Context: an optimization exercise on an open-source flow, tuned for small area, a short achievable clock period and few clock cycles per item. The choices shown serve that exercise and are no tape-out recipe. In this exercise RTL edits were held to simulation tests only and were not proved equivalent to the original. Power and IR drop assume default switching activity.

[flow/config.mk]
export PLATFORM = sky130hd
export DESIGN_NAME = bresenham_line_rasterizer
export DESIGN_NICKNAME = bresenham_line_rasterizer
export VERILOG_FILES = /design/flow/design.v
export SDC_FILE = /design/flow/constraint.sdc
export NUM_CORES = 4
export LEC_CHECK = 0
export CAP_MARGIN = 20
export CORE_MARGIN = 2
export CORE_UTILIZATION = 40
export SETUP_SLACK_MARGIN = 3.5
export SLEW_MARGIN = 20
[flow/constraint.sdc]
create_clock -name core_clock -period 7.5 [get_ports {clock}]
set_input_delay 1.5000 -clock core_clock [delete_from_list [all_inputs] [get_ports {clock}]]
set_output_delay 1.5000 -clock core_clock [all_outputs]
set_load 0.01 [all_outputs]
[flow/design.v]
package brl_pkg;
   localparam int COORD_BITS_DEFAULT  = 12;
   localparam int QUEUE_DEPTH_DEFAULT = 2;
   localparam int CFG_ADDR_BITS = 4;
   localparam int CFG_DATA_BITS = 32;
   localparam int OFFSET_BITS   = 12;
   localparam int STRIDE_BITS   = 16;
   localparam int CHAN_BITS     = 8;
   localparam int COLOR_BITS    = 3 * CHAN_BITS;
   localparam int ADDR_BITS     = 32;
   localparam int WORD_BITS     = 32;
   localparam int HALF_BITS     = WORD_BITS / 2;
   localparam int RED_SHIFT_565   = 11;
   localparam int GREEN_SHIFT_565 = 5;
   localparam int SHIFT_BGRX32 = 2;
   localparam int SHIFT_RGB565 = 1;
   typedef enum logic [1:0] {
      REG_X_OFFSET    = 2'd0,
      REG_Y_OFFSET    = 2'd1,
      REG_LINE_STRIDE = 2'd2,
      REG_PIXEL_MODE  = 2'd3
   } reg_index_type;
   typedef enum logic {
      MODE_BGRX32 = 1'b0,
      MODE_RGB565 = 1'b1
   } pixel_mode_type;
   typedef enum logic {
      KIND_LOAD = 1'b0,
      KIND_STEP = 1'b1
   } item_kind_type;
   typedef struct packed {
      logic [OFFSET_BITS-1:0] x_offset;
      logic [OFFSET_BITS-1:0] y_offset;
      logic [STRIDE_BITS-1:0] line_stride;
      pixel_mode_type         pixel_mode;
   } cfg_type;
   function automatic int entry_bits(input int coord_bits);
      entry_bits = 5 * coord_bits + COLOR_BITS + 3;
   endfunction
   function automatic int req_data_bits(input int coord_bits);
      req_data_bits = ((4 * coord_bits + COLOR_BITS + 7) / 8) * 8;
   endfunction
   function automatic int rsp_data_bits(input int coord_bits);
      rsp_data_bits = ((2 * coord_bits + ADDR_BITS + WORD_BITS + 7) / 8) * 8;
   endfunction
endpackage
module brl_front #(
   parameter int COORD_BITS = brl_pkg::COORD_BITS_DEFAULT
) (
   input  logic [brl_pkg::req_data_bits(COORD_BITS)-1:0]  req_tdata,
   output logic [COORD_BITS-1:0]                          xs, ys, xe, ye,
   output logic [COORD_BITS-1:0]                          adx, ady,
   output logic                                           xn, yn,
   output logic [brl_pkg::COLOR_BITS-1:0]                 color,
   input  logic [COORD_BITS-1:0]                          r_xs, r_ys, r_xe, r_ye,
   input  logic [COORD_BITS-1:0]                          r_adx, r_ady,
   input  logic                                           r_xn, r_yn,
   output logic                                           steep,
   output logic                                           swap,
   output logic                                           minor_down,
   output logic [COORD_BITS-1:0]                          px0,
   output logic [COORD_BITS-1:0]                          py0,
   output logic [COORD_BITS-1:0]                          dmaj,
   output logic [COORD_BITS-1:0]                          dmin,
   output logic [COORD_BITS:0]                            dq
);
   localparam int C  = COORD_BITS;
   localparam int CB = brl_pkg::CHAN_BITS;
   logic [C:0] dx, dy, diff;
   assign xs    = req_tdata[C-1:0];
   assign ys    = req_tdata[2*C-1:C];
   assign xe    = req_tdata[3*C-1:2*C];
   assign ye    = req_tdata[4*C-1:3*C];
   assign color = {req_tdata[4*C+CB-1:4*C], req_tdata[4*C+2*CB-1:4*C+CB],
                   req_tdata[4*C+3*CB-1:4*C+2*CB]};
   always_comb begin
      dx  = {1'b0, xe} - {1'b0, xs};
      dy  = {1'b0, ye} - {1'b0, ys};
      xn  = dx[C];
      yn  = dy[C];
      adx = (dx[C-1:0] ^ {C{xn}}) + C'(xn);
      ady = (dy[C-1:0] ^ {C{yn}}) + C'(yn);
   end
   always_comb begin
      diff  = {1'b0, r_ady} - {1'b0, r_adx};
      steep = !diff[C];
      swap  = steep ? r_yn : r_xn;
      px0   = swap ? r_xe : r_xs;
      py0   = swap ? r_ye : r_ys;
      minor_down = r_xn ^ r_yn;
      dmaj  = steep ? r_ady : r_adx;
      dmin  = steep ? r_adx : r_ady;
      dq    = steep ? ~diff : diff;
   end
endmodule
module brl_mac (
   input  logic [14:0] a,
   input  logic [14:0] x,
   input  logic [12:0] y,
   input  logic [15:0] m,
   input  logic [17:0] m3,
   output logic [31:0] s0,
   output logic [31:0] s1
);
   wire d0_1 = y[0] & ~y[1];
   wire d0_2 = ~y[0] & y[1];
   wire d0_3 = y[0] & y[1];
   wire p0_0 = (d0_1 & m[0]) | (d0_3 & m3[0]);
   wire p0_1 = (d0_1 & m[1]) | (d0_2 & m[0]) | (d0_3 & m3[1]);
   wire p0_2 = (d0_1 & m[2]) | (d0_2 & m[1]) | (d0_3 & m3[2]);
   wire p0_3 = (d0_1 & m[3]) | (d0_2 & m[2]) | (d0_3 & m3[3]);
   wire p0_4 = (d0_1 & m[4]) | (d0_2 & m[3]) | (d0_3 & m3[4]);
   wire p0_5 = (d0_1 & m[5]) | (d0_2 & m[4]) | (d0_3 & m3[5]);
   wire p0_6 = (d0_1 & m[6]) | (d0_2 & m[5]) | (d0_3 & m3[6]);
   wire p0_7 = (d0_1 & m[7]) | (d0_2 & m[6]) | (d0_3 & m3[7]);
   wire p0_8 = (d0_1 & m[8]) | (d0_2 & m[7]) | (d0_3 & m3[8]);
   wire p0_9 = (d0_1 & m[9]) | (d0_2 & m[8]) | (d0_3 & m3[9]);
   wire p0_10 = (d0_1 & m[10]) | (d0_2 & m[9]) | (d0_3 & m3[10]);
   wire p0_11 = (d0_1 & m[11]) | (d0_2 & m[10]) | (d0_3 & m3[11]);
   wire p0_12 = (d0_1 & m[12]) | (d0_2 & m[11]) | (d0_3 & m3[12]);
   wire p0_13 = (d0_1 & m[13]) | (d0_2 & m[12]) | (d0_3 & m3[13]);
   wire p0_14 = (d0_1 & m[14]) | (d0_2 & m[13]) | (d0_3 & m3[14]);
   wire p0_15 = (d0_1 & m[15]) | (d0_2 & m[14]) | (d0_3 & m3[15]);
   wire p0_16 = (d0_2 & m[15]) | (d0_3 & m3[16]);
   wire p0_17 = (d0_3 & m3[17]);
   wire d1_1 = y[2] & ~y[3];
   wire d1_2 = ~y[2] & y[3];
   wire d1_3 = y[2] & y[3];
   wire p1_0 = (d1_1 & m[0]) | (d1_3 & m3[0]);
   wire p1_1 = (d1_1 & m[1]) | (d1_2 & m[0]) | (d1_3 & m3[1]);
   wire p1_2 = (d1_1 & m[2]) | (d1_2 & m[1]) | (d1_3 & m3[2]);
   wire p1_3 = (d1_1 & m[3]) | (d1_2 & m[2]) | (d1_3 & m3[3]);
   wire p1_4 = (d1_1 & m[4]) | (d1_2 & m[3]) | (d1_3 & m3[4]);
   wire p1_5 = (d1_1 & m[5]) | (d1_2 & m[4]) | (d1_3 & m3[5]);
   wire p1_6 = (d1_1 & m[6]) | (d1_2 & m[5]) | (d1_3 & m3[6]);
   wire p1_7 = (d1_1 & m[7]) | (d1_2 & m[6]) | (d1_3 & m3[7]);
   wire p1_8 = (d1_1 & m[8]) | (d1_2 & m[7]) | (d1_3 & m3[8]);
   wire p1_9 = (d1_1 & m[9]) | (d1_2 & m[8]) | (d1_3 & m3[9]);
   wire p1_10 = (d1_1 & m[10]) | (d1_2 & m[9]) | (d1_3 & m3[10]);
   wire p1_11 = (d1_1 & m[11]) | (d1_2 & m[10]) | (d1_3 & m3[11]);
   wire p1_12 = (d1_1 & m[12]) | (d1_2 & m[11]) | (d1_3 & m3[12]);
   wire p1_13 = (d1_1 & m[13]) | (d1_2 & m[12]) | (d1_3 & m3[13]);
   wire p1_14 = (d1_1 & m[14]) | (d1_2 & m[13]) | (d1_3 & m3[14]);
   wire p1_15 = (d1_1 & m[15]) | (d1_2 & m[14]) | (d1_3 & m3[15]);
   wire p1_16 = (d1_2 & m[15]) | (d1_3 & m3[16]);
   wire p1_17 = (d1_3 & m3[17]);
   wire d2_1 = y[4] & ~y[5];
   wire d2_2 = ~y[4] & y[5];
   wire d2_3 = y[4] & y[5];
   wire p2_0 = (d2_1 & m[0]) | (d2_3 & m3[0]);
   wire p2_1 = (d2_1 & m[1]) | (d2_2 & m[0]) | (d2_3 & m3[1]);
   wire p2_2 = (d2_1 & m[2]) | (d2_2 & m[1]) | (d2_3 & m3[2]);
   wire p2_3 = (d2_1 & m[3]) | (d2_2 & m[2]) | (d2_3 & m3[3]);
   wire p2_4 = (d2_1 & m[4]) | (d2_2 & m[3]) | (d2_3 & m3[4]);
   wire p2_5 = (d2_1 & m[5]) | (d2_2 & m[4]) | (d2_3 & m3[5]);
   wire p2_6 = (d2_1 & m[6]) | (d2_2 & m[5]) | (d2_3 & m3[6]);
   wire p2_7 = (d2_1 & m[7]) | (d2_2 & m[6]) | (d2_3 & m3[7]);
   wire p2_8 = (d2_1 & m[8]) | (d2_2 & m[7]) | (d2_3 & m3[8]);
   wire p2_9 = (d2_1 & m[9]) | (d2_2 & m[8]) | (d2_3 & m3[9]);
   wire p2_10 = (d2_1 & m[10]) | (d2_2 & m[9]) | (d2_3 & m3[10]);
   wire p2_11 = (d2_1 & m[11]) | (d2_2 & m[10]) | (d2_3 & m3[11]);
   wire p2_12 = (d2_1 & m[12]) | (d2_2 & m[11]) | (d2_3 & m3[12]);
   wire p2_13 = (d2_1 & m[13]) | (d2_2 & m[12]) | (d2_3 & m3[13]);
   wire p2_14 = (d2_1 & m[14]) | (d2_2 & m[13]) | (d2_3 & m3[14]);
   wire p2_15 = (d2_1 & m[15]) | (d2_2 & m[14]) | (d2_3 & m3[15]);
   wire p2_16 = (d2_2 & m[15]) | (d2_3 & m3[16]);
   wire p2_17 = (d2_3 & m3[17]);
   wire d3_1 = y[6] & ~y[7];
   wire d3_2 = ~y[6] & y[7];
   wire d3_3 = y[6] & y[7];
   wire p3_0 = (d3_1 & m[0]) | (d3_3 & m3[0]);
   wire p3_1 = (d3_1 & m[1]) | (d3_2 & m[0]) | (d3_3 & m3[1]);
   wire p3_2 = (d3_1 & m[2]) | (d3_2 & m[1]) | (d3_3 & m3[2]);
   wire p3_3 = (d3_1 & m[3]) | (d3_2 & m[2]) | (d3_3 & m3[3]);
   wire p3_4 = (d3_1 & m[4]) | (d3_2 & m[3]) | (d3_3 & m3[4]);
   wire p3_5 = (d3_1 & m[5]) | (d3_2 & m[4]) | (d3_3 & m3[5]);
   wire p3_6 = (d3_1 & m[6]) | (d3_2 & m[5]) | (d3_3 & m3[6]);
   wire p3_7 = (d3_1 & m[7]) | (d3_2 & m[6]) | (d3_3 & m3[7]);
   wire p3_8 = (d3_1 & m[8]) | (d3_2 & m[7]) | (d3_3 & m3[8]);
   wire p3_9 = (d3_1 & m[9]) | (d3_2 & m[8]) | (d3_3 & m3[9]);
   wire p3_10 = (d3_1 & m[10]) | (d3_2 & m[9]) | (d3_3 & m3[10]);
   wire p3_11 = (d3_1 & m[11]) | (d3_2 & m[10]) | (d3_3 & m3[11]);
   wire p3_12 = (d3_1 & m[12]) | (d3_2 & m[11]) | (d3_3 & m3[12]);
   wire p3_13 = (d3_1 & m[13]) | (d3_2 & m[12]) | (d3_3 & m3[13]);
   wire p3_14 = (d3_1 & m[14]) | (d3_2 & m[13]) | (d3_3 & m3[14]);
   wire p3_15 = (d3_1 & m[15]) | (d3_2 & m[14]) | (d3_3 & m3[15]);
   wire p3_16 = (d3_2 & m[15]) | (d3_3 & m3[16]);
   wire p3_17 = (d3_3 & m3[17]);
   wire d4_1 = y[8] & ~y[9];
   wire d4_2 = ~y[8] & y[9];
   wire d4_3 = y[8] & y[9];
   wire p4_0 = (d4_1 & m[0]) | (d4_3 & m3[0]);
   wire p4_1 = (d4_1 & m[1]) | (d4_2 & m[0]) | (d4_3 & m3[1]);
   wire p4_2 = (d4_1 & m[2]) | (d4_2 & m[1]) | (d4_3 & m3[2]);
   wire p4_3 = (d4_1 & m[3]) | (d4_2 & m[2]) | (d4_3 & m3[3]);
   wire p4_4 = (d4_1 & m[4]) | (d4_2 & m[3]) | (d4_3 & m3[4]);
   wire p4_5 = (d4_1 & m[5]) | (d4_2 & m[4]) | (d4_3 & m3[5]);
   wire p4_6 = (d4_1 & m[6]) | (d4_2 & m[5]) | (d4_3 & m3[6]);
   wire p4_7 = (d4_1 & m[7]) | (d4_2 & m[6]) | (d4_3 & m3[7]);
   wire p4_8 = (d4_1 & m[8]) | (d4_2 & m[7]) | (d4_3 & m3[8]);
   wire p4_9 = (d4_1 & m[9]) | (d4_2 & m[8]) | (d4_3 & m3[9]);
   wire p4_10 = (d4_1 & m[10]) | (d4_2 & m[9]) | (d4_3 & m3[10]);
   wire p4_11 = (d4_1 & m[11]) | (d4_2 & m[10]) | (d4_3 & m3[11]);
   wire p4_12 = (d4_1 & m[12]) | (d4_2 & m[11]) | (d4_3 & m3[12]);
   wire p4_13 = (d4_1 & m[13]) | (d4_2 & m[12]) | (d4_3 & m3[13]);
   wire p4_14 = (d4_1 & m[14]) | (d4_2 & m[13]) | (d4_3 & m3[14]);
   wire p4_15 = (d4_1 & m[15]) | (d4_2 & m[14]) | (d4_3 & m3[15]);
   wire p4_16 = (d4_2 & m[15]) | (d4_3 & m3[16]);
   wire p4_17 = (d4_3 & m3[17]);
   wire d5_1 = y[10] & ~y[11];
   wire d5_2 = ~y[10] & y[11];
   wire d5_3 = y[10] & y[11];
   wire p5_0 = (d5_1 & m[0]) | (d5_3 & m3[0]);
   wire p5_1 = (d5_1 & m[1]) | (d5_2 & m[0]) | (d5_3 & m3[1]);
   wire p5_2 = (d5_1 & m[2]) | (d5_2 & m[1]) | (d5_3 & m3[2]);
   wire p5_3 = (d5_1 & m[3]) | (d5_2 & m[2]) | (d5_3 & m3[3]);
   wire p5_4 = (d5_1 & m[4]) | (d5_2 & m[3]) | (d5_3 & m3[4]);
   wire p5_5 = (d5_1 & m[5]) | (d5_2 & m[4]) | (d5_3 & m3[5]);
   wire p5_6 = (d5_1 & m[6]) | (d5_2 & m[5]) | (d5_3 & m3[6]);
   wire p5_7 = (d5_1 & m[7]) | (d5_2 & m[6]) | (d5_3 & m3[7]);
   wire p5_8 = (d5_1 & m[8]) | (d5_2 & m[7]) | (d5_3 & m3[8]);
   wire p5_9 = (d5_1 & m[9]) | (d5_2 & m[8]) | (d5_3 & m3[9]);
   wire p5_10 = (d5_1 & m[10]) | (d5_2 & m[9]) | (d5_3 & m3[10]);
   wire p5_11 = (d5_1 & m[11]) | (d5_2 & m[10]) | (d5_3 & m3[11]);
   wire p5_12 = (d5_1 & m[12]) | (d5_2 & m[11]) | (d5_3 & m3[12]);
   wire p5_13 = (d5_1 & m[13]) | (d5_2 & m[12]) | (d5_3 & m3[13]);
   wire p5_14 = (d5_1 & m[14]) | (d5_2 & m[13]) | (d5_3 & m3[14]);
   wire p5_15 = (d5_1 & m[15]) | (d5_2 & m[14]) | (d5_3 & m3[15]);
   wire p5_16 = (d5_2 & m[15]) | (d5_3 & m3[16]);
   wire p5_17 = (d5_3 & m3[17]);
   wire d6_1 = y[12] & ~1'b0;
   wire d6_2 = ~y[12] & 1'b0;
   wire d6_3 = y[12] & 1'b0;
   wire p6_0 = (d6_1 & m[0]);
   wire p6_1 = (d6_1 & m[1]) | (d6_2 & m[0]);
   wire p6_2 = (d6_1 & m[2]) | (d6_2 & m[1]);
   wire p6_3 = (d6_1 & m[3]) | (d6_2 & m[2]);
   wire p6_4 = (d6_1 & m[4]) | (d6_2 & m[3]);
   wire p6_5 = (d6_1 & m[5]) | (d6_2 & m[4]);
   wire p6_6 = (d6_1 & m[6]) | (d6_2 & m[5]);
   wire p6_7 = (d6_1 & m[7]) | (d6_2 & m[6]);
   wire p6_8 = (d6_1 & m[8]) | (d6_2 & m[7]);
   wire p6_9 = (d6_1 & m[9]) | (d6_2 & m[8]);
   wire p6_10 = (d6_1 & m[10]) | (d6_2 & m[9]);
   wire p6_11 = (d6_1 & m[11]) | (d6_2 & m[10]);
   wire p6_12 = (d6_1 & m[12]) | (d6_2 & m[11]);
   wire p6_13 = (d6_1 & m[13]) | (d6_2 & m[12]);
   wire p6_14 = (d6_1 & m[14]) | (d6_2 & m[13]);
   wire p6_15 = (d6_1 & m[15]) | (d6_2 & m[14]);
   wire hs0 = p0_8 ^ p1_6;
   wire hc0 = p0_8 & p1_6;
   wire fs1 = p0_9 ^ p1_7 ^ p2_5;
   wire fc1 = (p0_9 & p1_7) | (p0_9 & p2_5) | (p1_7 & p2_5);
   wire fs2 = p0_10 ^ p1_8 ^ p2_6;
   wire fc2 = (p0_10 & p1_8) | (p0_10 & p2_6) | (p1_8 & p2_6);
   wire hs3 = p3_4 ^ p4_2;
   wire hc3 = p3_4 & p4_2;
   wire fs4 = p0_11 ^ p1_9 ^ p2_7;
   wire fc4 = (p0_11 & p1_9) | (p0_11 & p2_7) | (p1_9 & p2_7);
   wire fs5 = p3_5 ^ p4_3 ^ p5_1;
   wire fc5 = (p3_5 & p4_3) | (p3_5 & p5_1) | (p4_3 & p5_1);
   wire fs6 = p0_12 ^ p1_10 ^ p2_8;
   wire fc6 = (p0_12 & p1_10) | (p0_12 & p2_8) | (p1_10 & p2_8);
   wire fs7 = p3_6 ^ p4_4 ^ p5_2;
   wire fc7 = (p3_6 & p4_4) | (p3_6 & p5_2) | (p4_4 & p5_2);
   wire hs8 = p6_0 ^ a[12];
   wire hc8 = p6_0 & a[12];
   wire fs9 = p0_13 ^ p1_11 ^ p2_9;
   wire fc9 = (p0_13 & p1_11) | (p0_13 & p2_9) | (p1_11 & p2_9);
   wire fs10 = p3_7 ^ p4_5 ^ p5_3;
   wire fc10 = (p3_7 & p4_5) | (p3_7 & p5_3) | (p4_5 & p5_3);
   wire fs11 = p6_1 ^ a[13] ^ x[13];
   wire fc11 = (p6_1 & a[13]) | (p6_1 & x[13]) | (a[13] & x[13]);
   wire fs12 = p0_14 ^ p1_12 ^ p2_10;
   wire fc12 = (p0_14 & p1_12) | (p0_14 & p2_10) | (p1_12 & p2_10);
   wire fs13 = p3_8 ^ p4_6 ^ p5_4;
   wire fc13 = (p3_8 & p4_6) | (p3_8 & p5_4) | (p4_6 & p5_4);
   wire fs14 = p6_2 ^ a[14] ^ x[14];
   wire fc14 = (p6_2 & a[14]) | (p6_2 & x[14]) | (a[14] & x[14]);
   wire fs15 = p0_15 ^ p1_13 ^ p2_11;
   wire fc15 = (p0_15 & p1_13) | (p0_15 & p2_11) | (p1_13 & p2_11);
   wire fs16 = p3_9 ^ p4_7 ^ p5_5;
   wire fc16 = (p3_9 & p4_7) | (p3_9 & p5_5) | (p4_7 & p5_5);
   wire fs17 = p0_16 ^ p1_14 ^ p2_12;
   wire fc17 = (p0_16 & p1_14) | (p0_16 & p2_12) | (p1_14 & p2_12);
   wire hs18 = p3_10 ^ p4_8;
   wire hc18 = p3_10 & p4_8;
   wire fs19 = p0_17 ^ p1_15 ^ p2_13;
   wire fc19 = (p0_17 & p1_15) | (p0_17 & p2_13) | (p1_15 & p2_13);
   wire hs20 = p3_11 ^ p4_9;
   wire hc20 = p3_11 & p4_9;
   wire fs21 = p1_16 ^ p2_14 ^ p3_12;
   wire fc21 = (p1_16 & p2_14) | (p1_16 & p3_12) | (p2_14 & p3_12);
   wire hs22 = p1_17 ^ p2_15;
   wire hc22 = p1_17 & p2_15;
   wire hs23 = p0_4 ^ p1_2;
   wire hc23 = p0_4 & p1_2;
   wire fs24 = p0_5 ^ p1_3 ^ p2_1;
   wire fc24 = (p0_5 & p1_3) | (p0_5 & p2_1) | (p1_3 & p2_1);
   wire fs25 = p0_6 ^ p1_4 ^ p2_2;
   wire fc25 = (p0_6 & p1_4) | (p0_6 & p2_2) | (p1_4 & p2_2);
   wire hs26 = p3_0 ^ a[6];
   wire hc26 = p3_0 & a[6];
   wire fs27 = p0_7 ^ p1_5 ^ p2_3;
   wire fc27 = (p0_7 & p1_5) | (p0_7 & p2_3) | (p1_5 & p2_3);
   wire fs28 = p3_1 ^ a[7] ^ x[7];
   wire fc28 = (p3_1 & a[7]) | (p3_1 & x[7]) | (a[7] & x[7]);
   wire fs29 = p2_4 ^ p3_2 ^ p4_0;
   wire fc29 = (p2_4 & p3_2) | (p2_4 & p4_0) | (p3_2 & p4_0);
   wire fs30 = a[8] ^ x[8] ^ hs0;
   wire fc30 = (a[8] & x[8]) | (a[8] & hs0) | (x[8] & hs0);
   wire fs31 = p3_3 ^ p4_1 ^ a[9];
   wire fc31 = (p3_3 & p4_1) | (p3_3 & a[9]) | (p4_1 & a[9]);
   wire fs32 = x[9] ^ fs1 ^ hc0;
   wire fc32 = (x[9] & fs1) | (x[9] & hc0) | (fs1 & hc0);
   wire fs33 = p5_0 ^ a[10] ^ x[10];
   wire fc33 = (p5_0 & a[10]) | (p5_0 & x[10]) | (a[10] & x[10]);
   wire fs34 = fs2 ^ hs3 ^ fc1;
   wire fc34 = (fs2 & hs3) | (fs2 & fc1) | (hs3 & fc1);
   wire fs35 = a[11] ^ x[11] ^ fs4;
   wire fc35 = (a[11] & x[11]) | (a[11] & fs4) | (x[11] & fs4);
   wire fs36 = fs5 ^ fc2 ^ hc3;
   wire fc36 = (fs5 & fc2) | (fs5 & hc3) | (fc2 & hc3);
   wire fs37 = x[12] ^ fs6 ^ fs7;
   wire fc37 = (x[12] & fs6) | (x[12] & fs7) | (fs6 & fs7);
   wire fs38 = hs8 ^ fc4 ^ fc5;
   wire fc38 = (hs8 & fc4) | (hs8 & fc5) | (fc4 & fc5);
   wire fs39 = fs9 ^ fs10 ^ fs11;
   wire fc39 = (fs9 & fs10) | (fs9 & fs11) | (fs10 & fs11);
   wire fs40 = fc6 ^ fc7 ^ hc8;
   wire fc40 = (fc6 & fc7) | (fc6 & hc8) | (fc7 & hc8);
   wire fs41 = fs12 ^ fs13 ^ fs14;
   wire fc41 = (fs12 & fs13) | (fs12 & fs14) | (fs13 & fs14);
   wire fs42 = fc9 ^ fc10 ^ fc11;
   wire fc42 = (fc9 & fc10) | (fc9 & fc11) | (fc10 & fc11);
   wire fs43 = p6_3 ^ fs15 ^ fs16;
   wire fc43 = (p6_3 & fs15) | (p6_3 & fs16) | (fs15 & fs16);
   wire fs44 = fc12 ^ fc13 ^ fc14;
   wire fc44 = (fc12 & fc13) | (fc12 & fc14) | (fc13 & fc14);
   wire fs45 = p5_6 ^ p6_4 ^ fs17;
   wire fc45 = (p5_6 & p6_4) | (p5_6 & fs17) | (p6_4 & fs17);
   wire fs46 = hs18 ^ fc15 ^ fc16;
   wire fc46 = (hs18 & fc15) | (hs18 & fc16) | (fc15 & fc16);
   wire fs47 = p5_7 ^ p6_5 ^ fs19;
   wire fc47 = (p5_7 & p6_5) | (p5_7 & fs19) | (p6_5 & fs19);
   wire fs48 = hs20 ^ fc17 ^ hc18;
   wire fc48 = (hs20 & fc17) | (hs20 & hc18) | (fc17 & hc18);
   wire fs49 = p4_10 ^ p5_8 ^ p6_6;
   wire fc49 = (p4_10 & p5_8) | (p4_10 & p6_6) | (p5_8 & p6_6);
   wire fs50 = fs21 ^ fc19 ^ hc20;
   wire fc50 = (fs21 & fc19) | (fs21 & hc20) | (fc19 & hc20);
   wire fs51 = p3_13 ^ p4_11 ^ p5_9;
   wire fc51 = (p3_13 & p4_11) | (p3_13 & p5_9) | (p4_11 & p5_9);
   wire fs52 = p6_7 ^ hs22 ^ fc21;
   wire fc52 = (p6_7 & hs22) | (p6_7 & fc21) | (hs22 & fc21);
   wire fs53 = p2_16 ^ p3_14 ^ p4_12;
   wire fc53 = (p2_16 & p3_14) | (p2_16 & p4_12) | (p3_14 & p4_12);
   wire fs54 = p5_10 ^ p6_8 ^ hc22;
   wire fc54 = (p5_10 & p6_8) | (p5_10 & hc22) | (p6_8 & hc22);
   wire fs55 = p2_17 ^ p3_15 ^ p4_13;
   wire fc55 = (p2_17 & p3_15) | (p2_17 & p4_13) | (p3_15 & p4_13);
   wire hs56 = p5_11 ^ p6_9;
   wire hc56 = p5_11 & p6_9;
   wire fs57 = p3_16 ^ p4_14 ^ p5_12;
   wire fc57 = (p3_16 & p4_14) | (p3_16 & p5_12) | (p4_14 & p5_12);
   wire hs58 = p3_17 ^ p4_15;
   wire hc58 = p3_17 & p4_15;
   wire hs59 = p0_2 ^ p1_0;
   wire hc59 = p0_2 & p1_0;
   wire fs60 = p0_3 ^ p1_1 ^ a[3];
   wire fc60 = (p0_3 & p1_1) | (p0_3 & a[3]) | (p1_1 & a[3]);
   wire fs61 = p2_0 ^ a[4] ^ x[4];
   wire fc61 = (p2_0 & a[4]) | (p2_0 & x[4]) | (a[4] & x[4]);
   wire fs62 = a[5] ^ x[5] ^ fs24;
   wire fc62 = (a[5] & x[5]) | (a[5] & fs24) | (x[5] & fs24);
   wire fs63 = x[6] ^ fs25 ^ hs26;
   wire fc63 = (x[6] & fs25) | (x[6] & hs26) | (fs25 & hs26);
   wire fs64 = fs27 ^ fs28 ^ fc25;
   wire fc64 = (fs27 & fs28) | (fs27 & fc25) | (fs28 & fc25);
   wire fs65 = fs29 ^ fs30 ^ fc27;
   wire fc65 = (fs29 & fs30) | (fs29 & fc27) | (fs30 & fc27);
   wire fs66 = fs31 ^ fs32 ^ fc29;
   wire fc66 = (fs31 & fs32) | (fs31 & fc29) | (fs32 & fc29);
   wire fs67 = fs33 ^ fs34 ^ fc31;
   wire fc67 = (fs33 & fs34) | (fs33 & fc31) | (fs34 & fc31);
   wire fs68 = fs35 ^ fs36 ^ fc33;
   wire fc68 = (fs35 & fs36) | (fs35 & fc33) | (fs36 & fc33);
   wire fs69 = fs37 ^ fs38 ^ fc35;
   wire fc69 = (fs37 & fs38) | (fs37 & fc35) | (fs38 & fc35);
   wire fs70 = fs39 ^ fs40 ^ fc37;
   wire fc70 = (fs39 & fs40) | (fs39 & fc37) | (fs40 & fc37);
   wire fs71 = fs41 ^ fs42 ^ fc39;
   wire fc71 = (fs41 & fs42) | (fs41 & fc39) | (fs42 & fc39);
   wire fs72 = fs43 ^ fs44 ^ fc41;
   wire fc72 = (fs43 & fs44) | (fs43 & fc41) | (fs44 & fc41);
   wire fs73 = fs45 ^ fs46 ^ fc43;
   wire fc73 = (fs45 & fs46) | (fs45 & fc43) | (fs46 & fc43);
   wire fs74 = fs47 ^ fs48 ^ fc45;
   wire fc74 = (fs47 & fs48) | (fs47 & fc45) | (fs48 & fc45);
   wire fs75 = fs49 ^ fs50 ^ fc47;
   wire fc75 = (fs49 & fs50) | (fs49 & fc47) | (fs50 & fc47);
   wire fs76 = fs51 ^ fs52 ^ fc49;
   wire fc76 = (fs51 & fs52) | (fs51 & fc49) | (fs52 & fc49);
   wire fs77 = fs53 ^ fs54 ^ fc51;
   wire fc77 = (fs53 & fs54) | (fs53 & fc51) | (fs54 & fc51);
   wire fs78 = fs55 ^ hs56 ^ fc53;
   wire fc78 = (fs55 & hs56) | (fs55 & fc53) | (hs56 & fc53);
   wire fs79 = p6_10 ^ fs57 ^ fc55;
   wire fc79 = (p6_10 & fs57) | (p6_10 & fc55) | (fs57 & fc55);
   wire fs80 = p5_13 ^ p6_11 ^ hs58;
   wire fc80 = (p5_13 & p6_11) | (p5_13 & hs58) | (p6_11 & hs58);
   wire fs81 = p4_16 ^ p5_14 ^ p6_12;
   wire fc81 = (p4_16 & p5_14) | (p4_16 & p6_12) | (p5_14 & p6_12);
   wire hs82 = p4_17 ^ p5_15;
   wire hc82 = p4_17 & p5_15;
   wire hs83 = p0_0 ^ a[0];
   wire hc83 = p0_0 & a[0];
   wire fs84 = p0_1 ^ a[1] ^ x[1];
   wire fc84 = (p0_1 & a[1]) | (p0_1 & x[1]) | (a[1] & x[1]);
   wire fs85 = a[2] ^ x[2] ^ hs59;
   wire fc85 = (a[2] & x[2]) | (a[2] & hs59) | (x[2] & hs59);
   wire fs86 = x[3] ^ fs60 ^ hc59;
   wire fc86 = (x[3] & fs60) | (x[3] & hc59) | (fs60 & hc59);
   wire fs87 = hs23 ^ fs61 ^ fc60;
   wire fc87 = (hs23 & fs61) | (hs23 & fc60) | (fs61 & fc60);
   wire fs88 = hc23 ^ fs62 ^ fc61;
   wire fc88 = (hc23 & fs62) | (hc23 & fc61) | (fs62 & fc61);
   wire fs89 = fc24 ^ fs63 ^ fc62;
   wire fc89 = (fc24 & fs63) | (fc24 & fc62) | (fs63 & fc62);
   wire fs90 = hc26 ^ fs64 ^ fc63;
   wire fc90 = (hc26 & fs64) | (hc26 & fc63) | (fs64 & fc63);
   wire fs91 = fc28 ^ fs65 ^ fc64;
   wire fc91 = (fc28 & fs65) | (fc28 & fc64) | (fs65 & fc64);
   wire fs92 = fc30 ^ fs66 ^ fc65;
   wire fc92 = (fc30 & fs66) | (fc30 & fc65) | (fs66 & fc65);
   wire fs93 = fc32 ^ fs67 ^ fc66;
   wire fc93 = (fc32 & fs67) | (fc32 & fc66) | (fs67 & fc66);
   wire fs94 = fc34 ^ fs68 ^ fc67;
   wire fc94 = (fc34 & fs68) | (fc34 & fc67) | (fs68 & fc67);
   wire fs95 = fc36 ^ fs69 ^ fc68;
   wire fc95 = (fc36 & fs69) | (fc36 & fc68) | (fs69 & fc68);
   wire fs96 = fc38 ^ fs70 ^ fc69;
   wire fc96 = (fc38 & fs70) | (fc38 & fc69) | (fs70 & fc69);
   wire fs97 = fc40 ^ fs71 ^ fc70;
   wire fc97 = (fc40 & fs71) | (fc40 & fc70) | (fs71 & fc70);
   wire fs98 = fc42 ^ fs72 ^ fc71;
   wire fc98 = (fc42 & fs72) | (fc42 & fc71) | (fs72 & fc71);
   wire fs99 = fc44 ^ fs73 ^ fc72;
   wire fc99 = (fc44 & fs73) | (fc44 & fc72) | (fs73 & fc72);
   wire fs100 = fc46 ^ fs74 ^ fc73;
   wire fc100 = (fc46 & fs74) | (fc46 & fc73) | (fs74 & fc73);
   wire fs101 = fc48 ^ fs75 ^ fc74;
   wire fc101 = (fc48 & fs75) | (fc48 & fc74) | (fs75 & fc74);
   wire fs102 = fc50 ^ fs76 ^ fc75;
   wire fc102 = (fc50 & fs76) | (fc50 & fc75) | (fs76 & fc75);
   wire fs103 = fc52 ^ fs77 ^ fc76;
   wire fc103 = (fc52 & fs77) | (fc52 & fc76) | (fs77 & fc76);
   wire fs104 = fc54 ^ fs78 ^ fc77;
   wire fc104 = (fc54 & fs78) | (fc54 & fc77) | (fs78 & fc77);
   wire fs105 = hc56 ^ fs79 ^ fc78;
   wire fc105 = (hc56 & fs79) | (hc56 & fc78) | (fs79 & fc78);
   wire fs106 = fc57 ^ fs80 ^ fc79;
   wire fc106 = (fc57 & fs80) | (fc57 & fc79) | (fs80 & fc79);
   wire fs107 = hc58 ^ fs81 ^ fc80;
   wire fc107 = (hc58 & fs81) | (hc58 & fc80) | (fs81 & fc80);
   wire fs108 = p6_13 ^ hs82 ^ fc81;
   wire fc108 = (p6_13 & hs82) | (p6_13 & fc81) | (hs82 & fc81);
   wire fs109 = p5_16 ^ p6_14 ^ hc82;
   wire fc109 = (p5_16 & p6_14) | (p5_16 & hc82) | (p6_14 & hc82);
   wire hs110 = p5_17 ^ p6_15;
   wire hc110 = p5_17 & p6_15;
   assign s0 = {1'b0, 1'b0, 1'b0, hc110, hs110, fs109, fs108, fs107, fs106, fs105, fs104, fs103, fs102, fs101, fs100, fs99, fs98, fs97, fs96, fs95, fs94, fs93, fs92, fs91, fs90, fs89, fs88, fs87, fs86, fs85, fs84, x[0]};
   assign s1 = {1'b0, 1'b0, 1'b0, 1'b0, fc109, fc108, fc107, fc106, fc105, fc104, fc103, fc102, fc101, fc100, fc99, fc98, fc97, fc96, fc95, fc94, fc93, fc92, fc91, fc90, fc89, fc88, fc87, fc86, fc85, fc84, hc83, hs83};
endmodule
module brl_back #(
   parameter int COORD_BITS = brl_pkg::COORD_BITS_DEFAULT
) (
   input  logic                                           clock,
   input  logic                                           reset,
   input  brl_pkg::cfg_type                               cfg,
   input  logic [brl_pkg::STRIDE_BITS+1:0]                stride3,
   input  logic                                           req_tvalid,
   output logic                                           req_tready,
   input  logic [brl_pkg::req_data_bits(COORD_BITS)-1:0]  req_tdata,
   input  logic                                           req_tuser,
   output logic                                           rsp_tvalid,
   input  logic                                           rsp_tready,
   output logic [brl_pkg::rsp_data_bits(COORD_BITS)-1:0]  rsp_tdata,
   output logic                                           rsp_tlast
);
   localparam int C  = COORD_BITS;
   localparam int AB = brl_pkg::ADDR_BITS;
   localparam int WB = brl_pkg::WORD_BITS;
   localparam int HB = brl_pkg::HALF_BITS;
   localparam int CB = brl_pkg::CHAN_BITS;
   localparam int RSP_BITS = brl_pkg::rsp_data_bits(COORD_BITS);
   logic active_ff;      
   logic out_valid_ff;   
   logic setup1_ff;      
   logic setup2_ff;      
   logic setup3_ff;      
   logic                           steep_ff, down_ff;
   logic [C-1:0]                   px_ff, py_ff, rem_ff, dmin_ff;
   logic [C:0]                     dq_ff, g_ff;
   logic [brl_pkg::COLOR_BITS-1:0] color_ff;
   logic [AB-1:0]                  addr_ff;
   logic [AB-1:0]                  mac1_ff;
   logic [C-1:0]                   f_xs, f_ys, f_xe, f_ye, f_adx, f_ady;
   logic                           f_xn, f_yn, f_steep, f_swap, f_down;
   logic [C-1:0]                   f_px, f_py, f_dmaj, f_dmin;
   logic [C:0]                     f_dq;
   logic [brl_pkg::COLOR_BITS-1:0] f_color;
   brl_front #(
      .COORD_BITS (COORD_BITS)
   ) u_front (
      .req_tdata  (req_tdata),
      .xs         (f_xs),
      .ys         (f_ys),
      .xe         (f_xe),
      .ye         (f_ye),
      .adx        (f_adx),
      .ady        (f_ady),
      .xn         (f_xn),
      .yn         (f_yn),
      .color      (f_color),
      .r_xs       (px_ff),
      .r_ys       (py_ff),
      .r_xe       (rem_ff),
      .r_ye       (dmin_ff),
      .r_adx      (dq_ff[C-1:0]),
      .r_ady      (g_ff[C-1:0]),
      .r_xn       (steep_ff),
      .r_yn       (down_ff),
      .steep      (f_steep),
      .swap       (f_swap),
      .minor_down (f_down),
      .px0        (f_px),
      .py0        (f_py),
      .dmaj       (f_dmaj),
      .dmin       (f_dmin),
      .dq         (f_dq)
   );
   logic            deliver, accept, load, step, open_now, cond, g_cin;
   logic [C:0]      g_op, g_add, g_next, y_sum, ys_sum, ye_sum;
   logic [C-1:0]    px_delta, py_delta;
   logic [AB-1:0]   x_part, mac0, mac1, bsel, csel, step_b, step_c, step_s, step_k;
   logic [AB-1:0]   addr_step;
   logic [C+2:0]    x_off;
   logic [2:0]      s_pix;
   logic [CB-1:0]   red, green, blue;
   logic [HB-1:0]   word565;
   logic [WB-1:0]   word;
   assign deliver    = out_valid_ff && rsp_tready;
   assign req_tready = !setup1_ff && !setup2_ff && (!out_valid_ff || rsp_tready);
   assign accept     = req_tvalid && req_tready;
   assign load       = accept && brl_pkg::item_kind_type'(req_tuser) == brl_pkg::KIND_LOAD;
   assign step       = accept && brl_pkg::item_kind_type'(req_tuser) == brl_pkg::KIND_STEP;
   assign open_now   = deliver ? rem_ff != C'(1) : active_ff;
   assign cond       = !g_ff[C] && !setup2_ff;
   always_comb begin
      ys_sum = (C+1)'(py_ff) + (C+1)'(cfg.y_offset);
      ye_sum = (C+1)'(dmin_ff) + (C+1)'(cfg.y_offset);
      y_sum  = (ye_sum & {(C+1){f_swap}}) | (ys_sum & {(C+1){!f_swap}});
      case (cfg.pixel_mode)
         brl_pkg::MODE_RGB565: begin
            x_part = AB'(f_px) << brl_pkg::SHIFT_RGB565;
            x_off  = (C+3)'(cfg.x_offset) << brl_pkg::SHIFT_RGB565;
         end
         default: begin
            x_part = AB'(f_px) << brl_pkg::SHIFT_BGRX32;
            x_off  = (C+3)'(cfg.x_offset) << brl_pkg::SHIFT_BGRX32;
         end
      endcase
      g_op   = setup2_ff ? ~{2'b00, rem_ff[C-1:1]} : g_ff;
      g_add  = cond ? dq_ff : {1'b0, dmin_ff};
      g_cin  = cond && steep_ff;
      g_next = g_op + g_add + (C+1)'(g_cin);
      s_pix = cfg.pixel_mode ? 3'd2 : 3'd4;
      if (steep_ff) begin
         bsel = AB'(cfg.line_stride);
         csel = !cond ? '0 : down_ff ? -(AB'(s_pix)) : AB'(s_pix);
      end else begin
         bsel = !cond ? '0 : down_ff ? ~(AB'(cfg.line_stride)) : AB'(cfg.line_stride);
         csel = AB'(s_pix) + AB'(cond && down_ff);
      end
   end
   always_comb begin
      px_delta = C'(1);
      py_delta = C'(1);
      if (steep_ff) px_delta = !cond ? '0 : down_ff ? '1 : C'(1);
      else          py_delta = !cond ? '0 : down_ff ? '1 : C'(1);
   end
   brl_mac u_mac (
      .a  (addr_ff[C+2:0]),
      .x  (x_off),
      .y  (g_ff),
      .m  (cfg.line_stride),
      .m3 (stride3),
      .s0 (mac0),
      .s1 (mac1)
   );
   always_comb begin
      step_b    = setup3_ff ? mac1_ff : bsel;
      step_c    = setup3_ff ? '0 : csel;
      step_s    = addr_ff ^ step_b ^ step_c;
      step_k    = ((addr_ff & step_b) | (addr_ff & step_c) | (step_b & step_c)) << 1;
      addr_step = step_s + step_k;
   end
   always_ff @(posedge clock) begin
      mac1_ff <= mac1;
   end
   always_ff @(posedge clock) begin
      if (reset) begin
         active_ff    <= 1'b0;
         out_valid_ff <= 1'b0;
         setup1_ff    <= 1'b0;
         setup2_ff    <= 1'b0;
         setup3_ff    <= 1'b0;
      end else begin
         setup1_ff <= load;
         setup2_ff <= setup1_ff && !load;
         setup3_ff <= setup2_ff && !load;
         if (load) begin
            active_ff    <= 1'b0;
            out_valid_ff <= 1'b0;
         end else if (setup1_ff) begin
            active_ff    <= f_dmaj != '0;
         end else begin
            if (deliver) active_ff <= rem_ff != C'(1);
            if (step) out_valid_ff <= open_now;
            else if (deliver) out_valid_ff <= 1'b0;
         end
      end
   end
   always_ff @(posedge clock) begin
      if (load) begin
         px_ff    <= f_xs;
         py_ff    <= f_ys;
         rem_ff   <= f_xe;
         dmin_ff  <= f_ye;
         dq_ff    <= {1'b0, f_adx};
         g_ff     <= {1'b0, f_ady};
         steep_ff <= f_xn;
         down_ff  <= f_yn;
         color_ff <= f_color;
      end else if (setup1_ff) begin
         steep_ff <= f_steep;
         down_ff  <= f_down;
         px_ff    <= f_px;
         py_ff    <= f_py;
         rem_ff   <= f_dmaj;
         dmin_ff  <= f_dmin;
         dq_ff    <= f_dq;
         g_ff     <= y_sum;
         addr_ff  <= x_part;
      end else if (setup2_ff) begin
         g_ff     <= g_next;
         addr_ff  <= mac0;
      end else if (setup3_ff) begin
         addr_ff  <= addr_step;
      end else if (deliver) begin
         px_ff    <= px_ff + px_delta;
         py_ff    <= py_ff + py_delta;
         g_ff     <= g_next;
         rem_ff   <= rem_ff - C'(1);
         addr_ff  <= addr_step;
      end
   end
   always_comb begin
      red   = color_ff[3*CB-1:2*CB];
      green = color_ff[2*CB-1:CB];
      blue  = color_ff[CB-1:0];
      word565 = (HB'(red) << brl_pkg::RED_SHIFT_565) |
                (HB'(green) << brl_pkg::GREEN_SHIFT_565) | HB'(blue);
      case (cfg.pixel_mode)
         brl_pkg::MODE_RGB565: word = WB'(word565);
         default:              word = WB'(color_ff);
      endcase
   end
   assign rsp_tvalid = out_valid_ff;
   assign rsp_tlast  = rem_ff == C'(1);
   assign rsp_tdata  = RSP_BITS'({word, addr_ff, py_ff, px_ff});
endmodule
module bresenham_line_rasterizer #(
   parameter int COORD_BITS  = brl_pkg::COORD_BITS_DEFAULT,
   parameter int QUEUE_DEPTH = brl_pkg::QUEUE_DEPTH_DEFAULT
) (
   input  logic                                           clock,
   input  logic                                           reset,
   input  logic                                           req_tvalid,
   output logic                                           req_tready,
   input  logic [brl_pkg::req_data_bits(COORD_BITS)-1:0]  req_tdata,
   input  logic                                           req_tuser,
   output logic                                           rsp_tvalid,
   input  logic                                           rsp_tready,
   output logic [brl_pkg::rsp_data_bits(COORD_BITS)-1:0]  rsp_tdata,
   output logic                                           rsp_tlast,
   input  logic                                           csr_psel,
   input  logic                                           csr_penable,
   input  logic                                           csr_pwrite,
   input  logic [brl_pkg::CFG_ADDR_BITS-1:0]              csr_paddr,
   input  logic [brl_pkg::CFG_DATA_BITS-1:0]              csr_pwdata,
   output logic [brl_pkg::CFG_DATA_BITS-1:0]              csr_prdata,
   output logic                                           csr_pready
);
   localparam int DB = brl_pkg::CFG_DATA_BITS;
   brl_pkg::cfg_type       cfg_ff, cfg_in;
   brl_pkg::reg_index_type csr_index;
   logic                   csr_write;
   logic [brl_pkg::STRIDE_BITS+1:0] stride3_ff;
   assign csr_pready = 1'b1;
   assign csr_index  = brl_pkg::reg_index_type'(csr_paddr[brl_pkg::CFG_ADDR_BITS-1:2]);
   assign csr_write  = csr_psel && csr_penable && csr_pwrite && csr_pready;
   always_comb begin
      cfg_in = cfg_ff;
      if (csr_write) begin
         case (csr_index)
            brl_pkg::REG_X_OFFSET:
               cfg_in.x_offset = csr_pwdata[brl_pkg::OFFSET_BITS-1:0];
            brl_pkg::REG_Y_OFFSET:
               cfg_in.y_offset = csr_pwdata[brl_pkg::OFFSET_BITS-1:0];
            brl_pkg::REG_LINE_STRIDE:
               cfg_in.line_stride = csr_pwdata[brl_pkg::STRIDE_BITS-1:0];
            brl_pkg::REG_PIXEL_MODE:
               cfg_in.pixel_mode = brl_pkg::pixel_mode_type'(csr_pwdata[0]);
            default: cfg_in = cfg_ff;
         endcase
      end
   end
   always_comb begin
      case (csr_index)
         brl_pkg::REG_X_OFFSET:    csr_prdata = DB'(cfg_ff.x_offset);
         brl_pkg::REG_Y_OFFSET:    csr_prdata = DB'(cfg_ff.y_offset);
         brl_pkg::REG_LINE_STRIDE: csr_prdata = DB'(cfg_ff.line_stride);
         brl_pkg::REG_PIXEL_MODE:  csr_prdata = DB'(cfg_ff.pixel_mode);
         default:                  csr_prdata = '0;
      endcase
   end
   always_ff @(posedge clock) begin
      if (reset) begin
         cfg_ff     <= '0;
         stride3_ff <= '0;
      end else begin
         cfg_ff     <= cfg_in;
         stride3_ff <= (brl_pkg::STRIDE_BITS+2)'(cfg_ff.line_stride) +
                       (brl_pkg::STRIDE_BITS+2)'({cfg_ff.line_stride, 1'b0});
      end
   end
   brl_back #(
      .COORD_BITS (COORD_BITS)
   ) u_back (
      .clock      (clock),
      .reset      (reset),
      .cfg        (cfg_ff),
      .stride3    (stride3_ff),
      .req_tvalid (req_tvalid),
      .req_tready (req_tready),
      .req_tdata  (req_tdata),
      .req_tuser  (req_tuser),
      .rsp_tvalid (rsp_tvalid),
      .rsp_tready (rsp_tready),
      .rsp_tdata  (rsp_tdata),
      .rsp_tlast  (rsp_tlast)
   );
endmodule
[flow/run.sh]
#!/bin/bash
# synth_recipe.tcl (not shown) runs the flow's synth.tcl, then flattens the netlist and writes it again
# the make line also repeats each setting of config.mk as NAME=value (left out here)
make -C /OpenROAD-flow-scripts/flow DESIGN_CONFIG=/design/flow/config.mk WORK_HOME=/design/flow/orfs CLKGATE_MAP_FILE= SYNTH_SCRIPT=/design/flow/synth_recipe.tcl finish
==> flow_summary.ini, run 1 <==
[timing]
setup_viol = 0
tightest_slew_ns = 0.722
finalSetupTns_ns = 0
fin_crit_ns = 4.17
worst_clock_skew_ns = 0.0339
grt_setup_unrepaired = true
finalHoldViolations = 0
drv_slew = 0
finalCritPeriodShare_pct = 55.5
whs_ns = 0.484
setup_ws_ns = 3.33
slew_headroom_pct = 50.6
fmax_mhz = 240

[global_route]
grt_pass1_wl_mm = 126
track_usage_pct = 26.6
grt_max_degree = 64
grt_pass1_vias = 21900
grt_antenna_before_repair = 0
grt_overflow_total = 0

[floorplan]
die_w_um = 246
core-area_mm2 = 0.0577
initial_core_util_pct = 40.4
die-area_mm2 = 0.0603
io_pins = 240
fp-row-count = 88
die_h_um = 246

[power_and_ir_drop]
vdd_ir_drop_max_v = 0.000261
p_leak_nw = 13.0
power_mw = 10.4
power_density_mw_per_mm2 = 350

[finish]
design_area_mm2 = 0.0298
nNetsFinal = 3375
regArea_mm2 = 0.00581
fillers = 5303
fin_util_pct = 51.6
layout_common_cells = nand2_1, inv_1, o21ai_0, ha_1, buf_4
final_common_cell = nand2_1
multiInputGateArea_mm2 = 0.0172
area_growth_pct = 27.6
drive_above_1_share_pct = 18.6
stdcell_count = 3751
antenna_cells = 0

[setup_path]
path_max_fanout = 5
reg2reg_slack_ns = 3.33
worstPathRequired_ns = 7.85
critPathKind = reg -> reg
setup.worst_path.start_class = register
crit_path_end_kind = register
crit_arrival_ns = 4.51

[synth]
synth_area_leaders = edfxtp_1, ha_1, fa_1
synthesis.area_mm2 = 0.0233
ys.warnings.count = 3
ys_seq_elements = 224
synthFlopType = edfxtp_1
synth_top_area_cell = edfxtp_1
async_flop_share_pct = 0
post_synth.cell_area_avg_um2 = 8.68
synthCells = 2687
synth_edf_count = 130
synth_top_area_share_pct = 16.7
ys_seq_area_share_pct = 24.8
synth_cell_type_count = 87

[clocking]
path_clk_slew_ns = 0.06
cts_buffers = 30
cts_tree = done
cts_sinks = 224
clockBufferDepth = 3
htreeDepth = 1
cts_root_buf = clkbuf_16
clk_latency_ns = 0.61

[place]
place.gp.congestion = 0.933
post_dp_cell_area_mm2 = 0.0261
place_inst = 3535
place_ws_ns = 1.91
dp_hpwl_mm = 57.0
port_buffers = 196

[job]
max-cap-violations = 0

[drt]
wl_per_cell_um = 22.0
dr.pass1.iters = 7
wl_mm = 82.5
vias = 21800
drc = 0
wl_met3_mm = 5.17
drt_iter0_drc = 1877
dr_wl_met2_mm = 40.3
vias_per_cell = 5.80
postRouteAntennaNets = 0
top_layer_used = met4
met1_length_mm = 32.7

[hold_path]
hold_class = reg -> reg

[status]
status = timing/DRC/antenna clean
==> logic make-up (layout without fill, tap and decap cells) <==
group,Yosys count,count (layout),share of synthesized area [%]
AND/OR/NAND/NOR,703,710,14.1
adder cells (fa/ha/maj),297,297,19.5
AO/OA/AOI/OAI,708,708,19.8
other,2,25,0.0322
XOR/XNOR,198,198,7.43
buffers and inverters,391,660,6.91
flip-flops,224,224,24.8
multiplexers,164,164,7.52
==> worst max-delay path, stage by stage (launching register included) <==
cell        delay (ns)
edfxtp_1          0.49
nor2b_4           0.18
and2_4            0.16
nor2b_4           0.19
clkinvlp_4        0.18
nand2_1           0.12
ha_1              0.24
xor2_1            0.16
ha_1              0.36
a21o_1            0.20
a221o_1           0.37
a21oi_2           0.18
a21oi_1           0.10
o41ai_2           0.26
o21ai_2           0.14
a2111oi_4         0.35
or3_1             0.17
a21oi_1           0.06
==> cell type report <==
| class | instances | area share [%] |
|---|---|---|
| Timing Repair Buffer | 396 | 13.3 |
| Sequential cell | 224 | 19.5 |
| Multi-Input combinational cell | 2102 | 57.8 |
| Clock buffer | 40 | 3.00 |
| Inverter | 208 | 2.74 |
| Tap cell | 765 | 3.22 |
| Clock inverter | 16 | 0.441 |
==> layer usage <==
layer | vias to the layer above | global-route usage [%]
met5 | - | 0
met1 | 10600 | 32.3
met4 | 0 | 13.2
met2 | 882 | 46.0
met3 | 262 | 3.61
li1 | 10000 | -
==> synthesized netlist by cell type, types with 31 or more instances <==
cell type,count
mux2i_1,82
o21ai_0,202
buf_4,31
a21o_1,53
a22o_1,64
fa_1,110
inv_1,204
nor2b_1,50
edfxtp_1,130
xnor2_1,114
a21oi_1,163
nand2_1,297
and2_1,32
xor2_1,84
clkbuf_1,123
dfxtp_1,94
mux2_2,81
nor3_1,43
a22oi_1,49
ha_1,187
nor2_1,135
==> where the power goes <==
group | internal (mW) | switching [mW] | leakage (nW)
logic | 3.24 | 3.71 | 10.5
registers | 1.70 | 0.243 | 1.99
clock network | 0.875 | 0.634 | 0.508
total | 5.82 | 4.59 | 13.0
==> registers in the layout, indices dropped and copies added, names as in the netlist, 12 cells and up <==
register         flops
u_back.addr_ff      32
u_back.px_ff        12
u_back.g_ff         13
u_back.py_ff        12
u_back.dmin_ff      12
stride3_ff          18
u_back.mac1_ff      28
u_back.color_ff     24
u_back.dq_ff        13
u_back.rem_ff       12
cfg_ff              41
==> final timing paths <==
path | from | endpoint | depth (start not counted)
setup / recovery | u_back.steep_ff | u_back.addr_ff[30] | 17
hold / removal | cfg_ff[35] | cfg_ff[35] | 2
setup reg to reg | u_back.steep_ff | u_back.addr_ff[30] | 17
hold reg to reg | cfg_ff[35] | cfg_ff[35] | 2
==> what timing repair did <==
action                     4_1_cts  5_1_grt
cloned                          12        4
pin swaps                       63       84
gates resized for setup        234      158
hold buffers                     0        0
buffers inserted                96       48
setup endpoints to repair      255      146
Testbench counts, summed over its fixed seeds: cycles 25,957, pixels 21,307.
==> run 2, diff against run 1 <==
--- a/flow/config.mk
+++ b/flow/config.mk
@@ -9,4 +9,4 @@
 export CORE_MARGIN = 2
 export CORE_UTILIZATION = 40
-export SETUP_SLACK_MARGIN = 3.5
+export SETUP_SLACK_MARGIN = 4.0
 export SLEW_MARGIN = 20
==> flow_summary.ini, run 2 <==
[status]
status = timing/DRC/antenna clean

[drt]
dr.pass1.iters = 6
vias_per_cell = 5.78
vias = 22200
drc = 0
drt_iter0_drc = 1769
wl_per_cell_um = 22.3
wl_mm = 85.4
postRouteAntennaNets = 0

[timing]
finalHoldViolations = 0
slew_headroom_pct = 42.3
worst_clock_skew_ns = 0.0250
finalCritPeriodShare_pct = 56.5
tightest_slew_ns = 0.862
finalSetupTns_ns = 0
whs_ns = 0.465
drv_slew = 0
fin_crit_ns = 4.24
setup_viol = 0
grt_setup_unrepaired = true
fmax_mhz = 236

[synth]
async_flop_share_pct = 0
synth_top_area_share_pct = 16.7
ys_seq_elements = 224
ys.warnings.count = 3
synthFlopType = edfxtp_1
synth_top_area_cell = edfxtp_1
synth_area_leaders = edfxtp_1, ha_1, fa_1
synth_commonest_cells = nand2_1, inv_1, o21ai_0, ha_1, a21oi_1
synth_most_common_cell = nand2_1
ys_seq_area_share_pct = 24.8
synth_cell_type_count = 87
synthesis.area_mm2 = 0.0233
synth_edf_count = 130
synthCells = 2687
post_synth.cell_area_avg_um2 = 8.68

[setup_path]
reg2regPathDepth = 18
reg2reg_slack_ns = 3.26
critPathMaxStageDelay_ns = 0.40
cp_slowest_cell = edfxtp_1
crit_path_end_kind = register
cpMostUsedCell = a21oi_2
crit_arrival_ns = 4.56
r2r_start = u_back.down_ff
cp_top_family = compound AO/OA/AOI/OAI gates
path_max_fanout = 7
worstPathRequired_ns = 7.83
cp_num_buf_inv = 3
setup.worst_path.start_class = register
path_cells = nor2b_4 -> buf_6 -> buf_12 -> buf_12 -> xnor2_4 -> o21ai_2 -> ha_1 -> xor2_1 -> ha_1 -> a21o_1 -> a221o_1 -> a21oi_2 -> a21oi_2 -> o41ai_2 -> o21ai_2 -> a2111oi_4 -> or3_1 -> a21oi_2
r2r-end = u_back.addr_ff[30]
critPathKind = reg -> reg

[power_and_ir_drop]
combPwrFrac_pct = 67.9
p_leak_nw = 13.7
clkPwrFrac_pct = 14.1
seqPwrFrac_pct = 17.9
p_switching_mw = 4.79
vdd_ir_drop_max_v = 0.000266
power_density_mw_per_mm2 = 348
intPower_mw = 6.13
p_sw_share_pct = 43.9

[finish]
reg_top3 = cfg_ff x41, u_back.addr_ff x32, u_back.mac1_ff x28
fin_util_pct = 54.5
top_register = cfg_ff
area_growth_pct = 34.7
final_common_cell = nand2_1
antenna_cells = 0
largest_register_ff_count = 41
nNetsFinal = 3457
drive_above_1_share_pct = 25.2
layout_common_cells = nand2_1, buf_4, inv_1, ha_1, o21ai_0

[clocking]
path_clk_slew_ns = 0.06
clk_latency_ns = 0.60
cts_tree = done
cts_hold_buf = 0
cts_sinks = 224
cts_root_buf = clkbuf_16
htreeDepth = 1
clockBufferDepth = 3
cts_buffers = 31

[global_route]
grt_pass1_vias = 22500
track_usage_pct = 27.5
grt_overflow_total = 0
grt_max_degree = 78
grt_pass1_wl_mm = 129
grt_antenna_before_repair = 0

[hold_path]
hold_class = reg -> reg
hold_depth = 2
worst_hold_path.endpoint = u_back.dq_ff[12]
hp-start = u_back.dq_ff[12]

[floorplan]
die_w_um = 246
die-area_mm2 = 0.0603
core-area_mm2 = 0.0577
initial_core_util_pct = 40.4
die_h_um = 246
fp-row-count = 88
io_pins = 240

[job]
max-cap-violations = 0

[place]
dp_hpwl_mm = 57.2
port_buffers = 196
place.gp.congestion = 0.898
==> run 2: cell counts after synthesis <==
No cell type changed its count.
==> run 2: metal layers <==
| layer | GRT usage, % | up-vias | part of all wire (%) |
|---|---|---|---|
| li1 | - | 10200 | - |
| met1 | 33.3 | 10800 | 39 |
| met2 | 47.1 | 892 | 49 |
| met3 | 4.47 | 266 | 6.9 |
| met4 | 13.5 | 0 | 5.3 |
| met5 | 0 | - | 0 |
==> run 2: metrics by stage <==
step	power [mW]	instances	setup slack (ns)	area, um^2
6_report	10.9	3833	3.26	31400
5_1_grt	11.6	3833	3.09	31400
4_1_cts	10.4	3775	3.37	30400
3_5_place_dp	7.56	3533	1.99	26300
3_3_place_gp	7.47	3533	2.02	26300
2_1_floorplan	6.21	2710	3.13	24200
==> run 2: kinds of logic after synthesis <==
family	Yosys count	synth area share (%)
flops	224	24.8
other cells	2	0.0322
compound gates	708	19.8
buf+inv	391	6.91
simple gates	703	14.1
fa+ha+maj	297	19.5
xor+xnor	198	7.43
mux	164	7.52
==> run 2: worst min-delay path, stage by stage, from the launching register on <==
cell and delay [ns]:
dfxtp_1 0.32, nand2_1 0.06, nand2_1 0.04
==> run 2: timing repair <==
action                                  4_1_cts  5_1_grt
pin swaps                                   152       90
gates resized for setup                     501      130
endpoints found under the hold margin         0        0
gates cloned                                 15        2
buffers inserted                            170       56
endpoints found under the setup margin      289      127
==> run 2: worst max path at each step <==
stage,startpoint,endpoint,slack [ns],cells after the start
6_report,u_back.down_ff,u_back.addr_ff[30],3.26,18
3_3_place_gp,req_tdata[36],u_back.g_ff[4],2.02,17
4_1_cts,u_back.g_ff[12],u_back.addr_ff[30],3.37,17
3_5_place_dp,req_tdata[36],u_back.g_ff[4],1.99,17
5_1_grt,u_back.steep_ff,u_back.addr_ff[30],3.09,18
2_1_floorplan,req_tdata[36],u_back.g_ff[4],3.13,17
==> run 2: layout make-up <==
type | count | area, um^2
clock inverters | 22 | 209
inverters | 208 | 872
well taps | 765 | 957
flip-flops and latches | 224 | 5800
clock buffers | 35 | 843
fillers | 5151 | 26300
multi-input cells | 2101 | 18000
repair buffers | 476 | 4720
repair inverters | 2 | 17.5
==> run 2: power groups by stage <==
| stage | Combinational, mW | Clock [mW] | Sequential, mW |
|---|---|---|---|
| after floorplan | 4.30 | 0 | 1.91 |
| after global placement | 5.47 | 0 | 1.99 |
| after detailed placement | 5.56 | 0 | 2.00 |
| after CTS | 6.92 | 1.57 | 1.94 |
| after global routing | 7.97 | 1.62 | 1.97 |
| final | 7.42 | 1.55 | 1.96 |
==> run 3, diff against run 2 <==
--- a/flow/config.mk
+++ b/flow/config.mk
@@ -9,4 +9,5 @@
 export CORE_MARGIN = 2
 export CORE_UTILIZATION = 40
-export SETUP_SLACK_MARGIN = 4.0
+export SETUP_SLACK_MARGIN = 3.6
 export SLEW_MARGIN = 20
+export TNS_END_PERCENT = 10
==> flow_summary.ini, run 3 <==
[timing]
slew_headroom_pct = 45.4
setup_viol = 0
finalHoldViolations = 0
setup_ws_ns = 3.31
grt_setup_unrepaired = true
worst_clock_skew_ns = 0.0263
fin_crit_ns = 4.19
finalSetupTns_ns = 0
fmax_mhz = 238
drv_slew = 0
finalCritPeriodShare_pct = 55.9
tightest_slew_ns = 0.816

[setup_path]
cp_slowest_cell = fa_1
cpMostUsedCell = fa_1
cp_top_family = adder cells
critPathKind = reg -> reg
worstPathRequired_ns = 7.84
cp_num_buf_inv = 4
critPathMaxStageDelay_ns = 0.53
crit_path_end_kind = register
path_max_fanout = 25
setup.worst_path.start_class = register
crit_arrival_ns = 4.53
path_cells = buf_12 -> nor2b_1 -> buf_6 -> nand2_1 -> o21ai_0 -> fa_1 -> fa_1 -> inv_1 -> fa_1 -> inv_1 -> fa_1 -> nand2_1 -> o21ai_0 -> a221o_1

[synth]
synth_commonest_cells = nand2_1, inv_1, o21ai_0, ha_1, a21oi_1
synth_top_area_share_pct = 16.7
synthesis.area_mm2 = 0.0233
ys_seq_elements = 224
synthFlopType = edfxtp_1
synthCells = 2687
synth_edf_count = 130
synth_top_area_cell = edfxtp_1
ys_seq_area_share_pct = 24.8
synth_most_common_cell = nand2_1
synth_cell_type_count = 87
async_flop_share_pct = 0
synth_area_leaders = edfxtp_1, ha_1, fa_1
ys.warnings.count = 3
post_synth.cell_area_avg_um2 = 8.68

[clocking]
cts_sinks = 224
cts_tree = done
htreeDepth = 1
clockBufferDepth = 3
cts_root_buf = clkbuf_16
clk_latency_ns = 0.59
path_clk_slew_ns = 0.07
cts_buffers = 30

[drt]
wl_mm = 80.7
vias = 21600
drc = 0
vias_per_cell = 5.80
dr.pass1.iters = 5
wl_per_cell_um = 21.7
postRouteAntennaNets = 0
drt_iter0_drc = 1527

[finish]
drive_above_1_share_pct = 16.6
area_growth_pct = 24.7
final_common_cell = nand2_1
reg_top3 = cfg_ff x41, u_back.addr_ff x32, u_back.mac1_ff x28
top_register = cfg_ff
layout_common_cells = nand2_1, inv_1, o21ai_0, ha_1, clkdlybuf4s50_1
fillers = 5459
antenna_cells = 0
nNetsFinal = 3346
multiInputGateArea_mm2 = 0.0170
largest_register_ff_count = 41
regArea_mm2 = 0.00580

[floorplan]
die-area_mm2 = 0.0603
fp-row-count = 88
initial_core_util_pct = 40.4
die_h_um = 246
die_w_um = 246
core-area_mm2 = 0.0577
io_pins = 240

[power_and_ir_drop]
power_mw = 9.80
vdd_ir_drop_max_v = 0.000275
p_leak_nw = 12.7
power_density_mw_per_mm2 = 337

[global_route]
grt_pass1_vias = 21800
track_usage_pct = 25.9
grt_antenna_before_repair = 0
grt_max_degree = 64
grt_pass1_wl_mm = 123
grt_overflow_total = 0

[status]
status = timing/DRC/antenna clean

[hold_path]
hold_class = reg -> reg

[place]
place.gp.congestion = 0.918
place_ws_ns = 1.46
port_buffers = 196
dp_hpwl_mm = 57.8

[job]
max-cap-violations = 0
==> run 3: changes by cell type in the layout (fill, tap and decap cells not counted), sizes merged, moves of 3 or more <==
cell | previous run | this run
buf | 303 | 181
bufbuf | 3 | 0
bufinv | 4 | 1
clkbuf | 38 | 44
clkdlybuf4s50 | 120 | 155
clkinv | 14 | 11
dlygate4sd2 | 39 | 11
dlymetal6s2s | 3 | 16
==> run 3: layout make-up <==
class | count | area share [%]
repair buffers | 368 | 11.8
clock buffers | 42 | 3.33
clock inverters | 14 | 0.370
inverters | 208 | 2.78
multi-input cells | 2101 | 58.5
well taps | 765 | 3.29
flip-flops and latches | 224 | 19.9
==> run 3: final timing paths <==
kind,start,end,slack [ns],depth (start not counted)
setup / recovery,u_back.g_ff[1],u_back.addr_ff[9],3.31,14
hold / removal,u_back.dq_ff[12],u_back.dq_ff[12],0.46,2
setup reg to reg,u_back.g_ff[1],u_back.addr_ff[9],3.31,14
hold reg to reg,u_back.dq_ff[12],u_back.dq_ff[12],0.46,2
==> run 3: cell families (layout without fill, tap and decap cells) <==
family	Yosys count	count (layout)	synth area share, %
fa+ha+maj	297	297	19.5
compound gates	708	709	19.8
buf+inv	391	632	6.91
simple gates	703	708	14.1
xor+xnor	198	198	7.43
mux	164	164	7.52
other cells	2	25	0.0322
flops	224	224	24.8
==> run 3: power by group <==
group	leakage, nW	internal, mW	switching, mW
combinational	10.2	2.80	3.51
sequential	1.99	1.70	0.243
clock	0.540	0.936	0.607
total	12.7	5.44	4.36
==> run 3: worst register-to-register path: cells and delay by family (launching register included) <==
family | cells | cell delay [ns]
compound gates | 3 | 0.58
fa+ha+maj | 4 | 2.03
buf+inv | 4 | 0.56
flops | 1 | 0.38
simple gates | 3 | 0.43
==> run 3: through the flow <==
| step | util [%] | cell area, um^2 | std cells | hold WS [ns] |
|---|---|---|---|---|
| final | 50.4 | 29100 | 3722 | 0.461 |
| after floorplan | - | 23500 | 2710 | 0.433 |
| after global routing | 50.4 | 29100 | 3722 | 0.505 |
| after CTS | 48.9 | 28200 | 3672 | 0.458 |
| after detailed placement | 45.1 | 26000 | 3541 | 0.450 |
| after global placement | 45.1 | 26000 | 3541 | 0.440 |
==> run 3: repair_timing <==
action / in CTS / in global routing
resized for setup: 190 / 126
pin swaps: 37 / 44
hold buffers: 0 / 0
endpoints found under the setup margin: 267 / 132
setup buffers: 70 / 48
cloned: 5 / 2
==> run 3: routing by layer <==
layer / vias up / global-route usage, % / share of wire (%)
li1: 9944 / - / -
met1: 10500 / 31.7 / 40
met2: 890 / 45.9 / 50
met3: 207 / 2.89 / 6.4
met4: 0 / 10.5 / 4.3
met5: - / 0 / 0

[re-timing with driven ports]
Ports are ideal in the flow. The routed layouts listed here were re-timed in OpenROAD. Step 1 sets driving cells, clkbuf_16 on the clock port and buf_2 on the other inputs (assumed; they add their load-dependent delay and slew). Step 2 times the ports against the registers' clock, not the clock port: input delays grow and output delays shrink by t, the midpoint of the rising clock arrivals with the driver on. Three values: ideal, step 1, step 2; two values: the first two.
| run | t (ns) | slack for setup (ns) | worst hold slack (ns) | worst setup path at the end | worst data-port slew with drivers (ns) |
|---|---|---|---|---|---|
| run 1 | 0.654 | 3.335 / 3.335 / 2.793 | 0.484 / 0.484 / 0.484 | input to register | 0.07 |
| run 2 | 0.647 | 3.264 / 3.264 / 2.854 | 0.465 / 0.465 / 0.465 | input to register | 0.08 |
| run 3 | 0.635 | 3.306 / 3.299 / 2.793 | 0.461 / 0.461 / 0.461 | input to register | 0.06 |
After both steps setup and hold are still met in every run listed. The setup slack of run 1, which loses most, moves by 0.000 ns with the drivers and by -0.542 ns with both steps.
